Background: an optimization exercise with open tools, aiming at small area and a short achievable clock period. Do not read the settings as production practice.

==> flow/design.v <==
`default_nettype none
package bits_pkg;
  localparam int CACHE_BITS = 128;
  localparam int WORD_BITS = 64;
  localparam int WORD_BYTES = 8;
  localparam int BYTE_COUNT_BITS = $clog2(WORD_BYTES + 1);
  localparam int SPACE_LIMIT = CACHE_BITS - WORD_BITS;
  localparam int TAKE_CODES = 18;
  localparam int TAKE_BITS = 5;
  typedef logic [CACHE_BITS-1:0] cache_t;
  typedef logic [WORD_BITS-1:0] word_t;
  typedef logic [WORD_BYTES-1:0] byte_mask_t;
  typedef logic [$clog2(CACHE_BITS + 1)-1:0] fill_level_t;
  typedef logic [TAKE_BITS-1:0] take_code_t;
  localparam fill_level_t LIT_BASE_BITS = 8'd11;
  localparam fill_level_t LIT_STEP_BITS = 8'd5;
  localparam int LIT_CODES = 16;
  localparam take_code_t OP_TYPE1_CODE = 5'd16;
  localparam take_code_t OP_TYPE2_CODE = 5'd17;
  localparam fill_level_t OP_TYPE1_BITS = 8'd22;
  localparam fill_level_t OP_TYPE2_BITS = 8'd18;
  typedef struct packed {
    logic valid;
    word_t word;
    fill_level_t bits;
  } fill_t;
  typedef enum logic [0:0] {
    FILL_IDLE = 1'b0,
    FILL_ACK = 1'b1
  } fill_state_e;
endpackage
`default_nettype wire
`default_nettype none
import bits_pkg::*;
module bits_fill_ctrl
(
  input logic clk,
  input logic resetB,
  input logic mem_req,
  input bits_pkg::byte_mask_t valid_bytes,
  output logic mem_ack,
  input logic space_available,
  input logic load_taken,
  output logic load_valid,
  output logic [BYTE_COUNT_BITS-1:0] load_bytes
);
  bits_pkg::fill_state_e state;
  bits_pkg::fill_state_e state_next;
  logic [1:0] pair_count [4];
  logic [2:0] quad_count [2];
  always_comb
  begin
    for (int i = 0; i < 4; i++)
    begin
      pair_count[i] = 2'(valid_bytes[2 * i]) + 2'(valid_bytes[2 * i + 1]);
    end
    for (int i = 0; i < 2; i++)
    begin
      quad_count[i] = 3'(pair_count[2 * i]) + 3'(pair_count[2 * i + 1]);
    end
    load_bytes = (BYTE_COUNT_BITS)'(quad_count[0]) + (BYTE_COUNT_BITS)'(quad_count[1]);
  end
  assign load_valid = (state == FILL_IDLE) && mem_req && space_available;
  always_comb
  begin
    state_next = state;
    case (state)
      FILL_IDLE:
      begin
        if (load_taken)
        begin
          state_next = FILL_ACK;
        end
      end
      FILL_ACK:
      begin
        if (!mem_req)
        begin
          state_next = FILL_IDLE;
        end
      end
      default:
      begin
        state_next = FILL_IDLE;
      end
    endcase
  end
  always_ff @(posedge clk or negedge resetB)
  begin
    if (!resetB)
    begin
      state <= FILL_IDLE;
    end
    else
    begin
      state <= state_next;
    end
  end
  assign mem_ack = (state == FILL_ACK);
endmodule
`default_nettype wire
`default_nettype none
import bits_pkg::*;
module bits_bit_buffer
(
  input logic clk,
  input logic resetB,
  input bits_pkg::take_code_t take,
  input logic load_valid,
  input bits_pkg::word_t load_word,
  input logic [BYTE_COUNT_BITS-1:0] load_bytes,
  output logic load_taken,
  output bits_pkg::cache_t instruction_cache,
  output logic space_available
);
  localparam int STAGES = 7;
  bits_pkg::fill_level_t room;
  bits_pkg::fill_level_t room_next;
  bits_pkg::fill_level_t take_len;
  logic [TAKE_CODES-1:0] take_fits;
  logic take_valid;
  logic [STAGES-1:0] load_amt;
  logic [STAGES-1:0] shift_amt;
  bits_pkg::cache_t shift_out;
  logic [WORD_BITS-1:0] keep_hi;
  function automatic bits_pkg::fill_level_t take_length(input bits_pkg::take_code_t code);
    bits_pkg::fill_level_t len;
    begin
      case (code)
      5'd0: len = 8'd11;
      5'd1: len = 8'd16;
      5'd2: len = 8'd21;
      5'd3: len = 8'd26;
      5'd4: len = 8'd31;
      5'd5: len = 8'd36;
      5'd6: len = 8'd41;
      5'd7: len = 8'd46;
      5'd8: len = 8'd51;
      5'd9: len = 8'd56;
      5'd10: len = 8'd61;
      5'd11: len = 8'd66;
      5'd12: len = 8'd71;
      5'd13: len = 8'd76;
      5'd14: len = 8'd81;
      5'd15: len = 8'd86;
      5'd16: len = 8'd22;
      5'd17: len = 8'd18;
      default: len = 8'd0;
      endcase
      take_length = len;
    end
  endfunction
  function automatic logic at_most(input bits_pkg::fill_level_t x, input bits_pkg::fill_level_t k);
    logic gt;
    logic eq;
    begin
      gt = 1'b0;
      eq = 1'b1;
      for (int i = 7; i >= 0; i--)
      begin
        if (k[i])
        begin
          eq = eq & x[i];
        end
        else
        begin
          gt = gt | (eq & x[i]);
          eq = eq & !x[i];
        end
      end
      at_most = !gt;
    end
  endfunction
  for (genvar c = 0; c < TAKE_CODES; c++)
  begin : g_fits
    assign take_fits[c] = at_most(room, bits_pkg::fill_level_t'(CACHE_BITS) - take_length(bits_pkg::take_code_t'(c)));
  end
  assign take_len = take_length(take);
  assign space_available = room[7] | room[6];
  assign load_amt = {room[7], room[5:0]};
  logic [3:0] code_lo;
  logic [3:0] code_mid;
  logic [3:0] fits_grp;
  logic fits_lo;
  logic take_valid_n;
  bits_onehot2 u_code_lo (.a (take[1:0]), .y (code_lo));
  bits_onehot2 u_code_mid (.a (take[3:2]), .y (code_mid));
  for (genvar m = 0; m < 4; m++)
  begin : g_grp
    bits_and_or4 u_grp (.s (code_lo), .d (take_fits[4 * m +: 4]), .y (fits_grp[m]));
  end
  bits_and_or4 u_fits_lo (.s (code_mid), .d (fits_grp), .y (fits_lo));
  bits_take_valid u_take_valid (
    .code_hi (take[4]),
    .fits_lo (fits_lo),
    .mid_zero (code_mid[0]),
    .lo_zero (code_lo[0]),
    .lo_one (code_lo[1]),
    .fits_16 (take_fits[16]),
    .fits_17 (take_fits[17]),
    .y (take_valid),
    .y_n (take_valid_n)
  );
  logic [STAGES-1:0] shift_amt_n;
  logic load_taken_n;
  for (genvar k = 0; k < STAGES; k++)
  begin : g_sel
    bits_pick u_pick (.t (take_valid), .t_n (take_valid_n), .a (take_len[k]), .b (load_valid & load_amt[k]), .y (shift_amt[k]), .y_n (shift_amt_n[k]));
  end
  bits_pick u_load (.t (take_valid), .t_n (take_valid_n), .a (1'b0), .b (load_valid), .y (load_taken), .y_n (load_taken_n));
  logic [CACHE_BITS-1:0] stage [STAGES+1];
  for (genvar i = 0; i < WORD_BITS; i++)
  begin : g_in
    bits_oai22 u_in (.sa_n(load_valid), .a(instruction_cache[i]), .sb_n(!load_valid), .b(load_word[i]), .y(stage[0][i]));
  end
  assign stage[0][CACHE_BITS-1:WORD_BITS] = ~instruction_cache[CACHE_BITS-1:WORD_BITS];
  for (genvar s = 0; s < STAGES; s++)
  begin : g_stage
    for (genvar i = 0; i < CACHE_BITS; i++)
    begin : g_bit
      if (i >= (1 << s))
      begin : g_mux
        bits_oai22 u_mux (.sa_n(shift_amt[s]), .a(stage[s][i]), .sb_n(shift_amt_n[s]), .b(stage[s][i - (1 << s)]), .y(stage[s+1][i]));
      end
      else
      begin : g_pass
        assign stage[s+1][i] = ~stage[s][i];
      end
    end
  end
  assign shift_out = stage[STAGES];
  logic [7:0] grp_lt;
  logic [7:0] grp_eq;
  logic [7:0] low_le;
  always_comb
  begin
    for (int p = 0; p < 8; p++)
    begin
      grp_lt[p] = load_taken && (load_amt[6:3] < 4'(p));
      grp_eq[p] = load_taken && (load_amt[6:3] == 4'(p));
    end
    for (int q = 0; q < 8; q++)
    begin
      low_le[q] = (load_amt[2:0] <= 3'(q));
    end
  end
  for (genvar j = 0; j < WORD_BITS; j++)
  begin : g_keep
    assign keep_hi[j] = grp_lt[j / 8] || (grp_eq[j / 8] && low_le[j % 8]);
  end
  bits_pkg::fill_level_t room_take;
  bits_pkg::fill_level_t room_load;
  assign room_take = room + take_len;
  assign room_load = {room[7:3] - 5'(load_bytes), room[2:0]};
  always_comb
  begin
    if (take_valid)
    begin
      room_next = room_take;
    end
    else if (load_taken)
    begin
      room_next = room_load;
    end
    else
    begin
      room_next = room;
    end
  end
  always_ff @(posedge clk)
  begin
    for (int j = 0; j < WORD_BITS; j++)
    begin
      instruction_cache[j] <= shift_out[j];
      if (!keep_hi[j])
      begin
        instruction_cache[WORD_BITS + j] <= shift_out[WORD_BITS + j];
      end
    end
  end
  always_ff @(posedge clk or negedge resetB)
  begin
    if (!resetB)
    begin
      room <= bits_pkg::fill_level_t'(CACHE_BITS);
    end
    else
    begin
      room <= room_next;
    end
  end
endmodule
`default_nettype wire
`default_nettype none
module bits_oai22
(
  input logic sa_n,
  input logic a,
  input logic sb_n,
  input logic b,
  output logic y
);
  assign y = ~((a | sa_n) & (b | sb_n));
endmodule
`default_nettype wire
`default_nettype none
module bits_onehot2
(
  input logic [1:0] a,
  output logic [3:0] y
);
  assign y[0] = !a[1] & !a[0];
  assign y[1] = !a[1] & a[0];
  assign y[2] = a[1] & !a[0];
  assign y[3] = a[1] & a[0];
endmodule
`default_nettype wire
`default_nettype none
module bits_and_or4
(
  input logic [3:0] s,
  input logic [3:0] d,
  output logic y
);
  assign y = (s[0] & d[0]) | (s[1] & d[1]) | (s[2] & d[2]) | (s[3] & d[3]);
endmodule
`default_nettype wire
`default_nettype none
module bits_take_valid
(
  input logic code_hi,
  input logic fits_lo,
  input logic mid_zero,
  input logic lo_zero,
  input logic lo_one,
  input logic fits_16,
  input logic fits_17,
  output logic y,
  output logic y_n
);
  assign y = code_hi ? (mid_zero & ((lo_zero & fits_16) | (lo_one & fits_17))) : fits_lo;
  assign y_n = !y;
endmodule
`default_nettype wire
`default_nettype none
module bits_pick
(
  input logic t,
  input logic t_n,
  input logic a,
  input logic b,
  output logic y,
  output logic y_n
);
  assign y = (t & a) | (t_n & b);
  assign y_n = !y;
endmodule
`default_nettype wire
`default_nettype none
import bits_pkg::*;
module bits_instruction_cache
(
  input logic clk,
  input logic resetB,
  input logic mem_req,
  output logic mem_ack,
  input bits_pkg::word_t instruction_word,
  input bits_pkg::byte_mask_t valid_bytes,
  input bits_pkg::take_code_t instruction_process,
  output bits_pkg::cache_t instruction_cache,
  output logic space_available
);
  logic load_valid;
  logic [BYTE_COUNT_BITS-1:0] load_bytes;
  logic load_taken;
  bits_fill_ctrl u_fill_ctrl (
    .clk (clk),
    .resetB (resetB),
    .mem_req (mem_req),
    .valid_bytes (valid_bytes),
    .mem_ack (mem_ack),
    .space_available (space_available),
    .load_taken (load_taken),
    .load_valid (load_valid),
    .load_bytes (load_bytes)
  );
  bits_bit_buffer u_bit_buffer (
    .clk (clk),
    .resetB (resetB),
    .take (instruction_process),
    .load_valid (load_valid),
    .load_word (instruction_word),
    .load_bytes (load_bytes),
    .load_taken (load_taken),
    .instruction_cache (instruction_cache),
    .space_available (space_available)
  );
endmodule
`default_nettype wire
export LEC_CHECK = 0
export CAP_MARGIN = 20
export CORE_MARGIN = 2
export CORE_UTILIZATION = 40
export CTS_BUF_LIST = sky130_fd_sc_hd__clkbuf_4 sky130_fd_sc_hd__clkbuf_8
export PLACE_DENSITY = 0.55
export SETUP_SLACK_MARGIN = 1.0
export SLEW_MARGIN = 20
export SYNTH_HIERARCHICAL = 1
create_clock -name core_clock -period 6.5 [get_ports {clk}]
standard.sh (not shown) runs the stock make flow with config.mk's settings and CLKGATE_MAP_FILE= SYNTH_SCRIPT=/design/flow/synth_recipe.tcl, a recipe that flattens the netlist after the stock synthesis.
==> flow/flow/run.sh <==
#!/bin/bash
# The standard layout, with every input and output port buffered by a plain
# buffer (sky130_fd_sc_hd__buf_1) instead of the delay buffer that
# buffer_ports picks on its own. The resizer may still size these up.
set -euo pipefail
export BUFFER_PORTS_ARGS="-buffer_cell sky130_fd_sc_hd__buf_1"
bash standard.sh > standard.log 2>&1
Change:
--- a/flow/design.v
+++ b/flow/design.v
@@ -46,19 +46,32 @@
 );
   bits_pkg::fill_state_e state;
   bits_pkg::fill_state_e state_next;
-  logic [1:0] pair_count [4];
-  logic [2:0] quad_count [2];
-  always_comb
-  begin
-    for (int i = 0; i < 4; i++)
-    begin
-      pair_count[i] = 2'(valid_bytes[2 * i]) + 2'(valid_bytes[2 * i + 1]);
-    end
-    for (int i = 0; i < 2; i++)
+  logic [WORD_BYTES-1:0] sorted [7];
+  logic [WORD_BYTES-1:0] at_least;
+  function automatic logic [WORD_BYTES-1:0] exchange(input logic [WORD_BYTES-1:0] v, input int a, input int b);
+    logic [WORD_BYTES-1:0] r;
     begin
-      quad_count[i] = 3'(pair_count[2 * i]) + 3'(pair_count[2 * i + 1]);
+      r = v;
+      r[a] = v[a] | v[b];
+      r[b] = v[a] & v[b];
+      exchange = r;
     end
-    load_bytes = (BYTE_COUNT_BITS)'(quad_count[0]) + (BYTE_COUNT_BITS)'(quad_count[1]);
+  endfunction
+  always_comb
+  begin
+    sorted[0] = valid_bytes;
+    sorted[1] = exchange(exchange(exchange(exchange(sorted[0], 0, 1), 2, 3), 4, 5), 6, 7);
+    sorted[2] = exchange(exchange(exchange(exchange(sorted[1], 0, 2), 1, 3), 4, 6), 5, 7);
+    sorted[3] = exchange(exchange(sorted[2], 1, 2), 5, 6);
+    sorted[4] = exchange(exchange(exchange(exchange(sorted[3], 0, 4), 1, 5), 2, 6), 3, 7);
+    sorted[5] = exchange(exchange(sorted[4], 2, 4), 3, 5);
+    sorted[6] = exchange(exchange(exchange(sorted[5], 1, 2), 3, 4), 5, 6);
+    at_least = sorted[6];
+    load_bytes[3] = at_least[7];
+    load_bytes[2] = at_least[3] & !at_least[7];
+    load_bytes[1] = (at_least[1] & !at_least[3]) | (at_least[5] & !at_least[7]);
+    load_bytes[0] = (at_least[0] & !at_least[1]) | (at_least[2] & !at_least[3])
+                  | (at_least[4] & !at_least[5]) | (at_least[6] & !at_least[7]);
   end
   assign load_valid = (state == FILL_IDLE) && mem_req && space_available;
   always_comb
Outcome: The new run completed without violations. Via count rose by a few percent. Setup slack loses 65 ps. Die area climbs slightly. Routed wire length climbs by a few percent. Global-route usage is lower by 1.0 points. Core utilization drops by 0.12 points.
Function was not checked in any run of this note: the RTL went through the layout flow alone.

-- re-timing with driven ports --
The results above use ideal ports. As a check the final layouts listed here were re-extracted and re-timed, cells and wires unchanged.
Step 1 (the two cells are an assumption about what drives the block):
set clk [get_ports {clk}]
set_driving_cell -lib_cell sky130_fd_sc_hd__clkbuf_16 $clk
set_driving_cell -lib_cell sky130_fd_sc_hd__buf_2 [delete_from_list [all_inputs] $clk]
Step 2 adds t to the input delays and takes it off the output delays; t is the mean of the earliest and latest rising clock arrival at the registers after step 1. Input paths then give back, and output paths get back, about the clock's delay inside the block.
Three values: ideal, step 1, step 2; two values: the first two.
| run | shift t [ns] | slack for setup (ns) | latest minus earliest clock arrival (ns) |
|---|---|---|---|
| the first run | 0.530 | 1.109 / 1.134 / 0.604 | 0.020 / 0.020 |
| the second run | 0.530 | 1.044 / 1.044 / 0.587 | 0.020 / 0.021 |
After both steps every run listed still meets setup and hold. For the first run, which loses most, drivers alone change the setup slack by +0.025 ns; drivers and shift together by -0.505 ns.
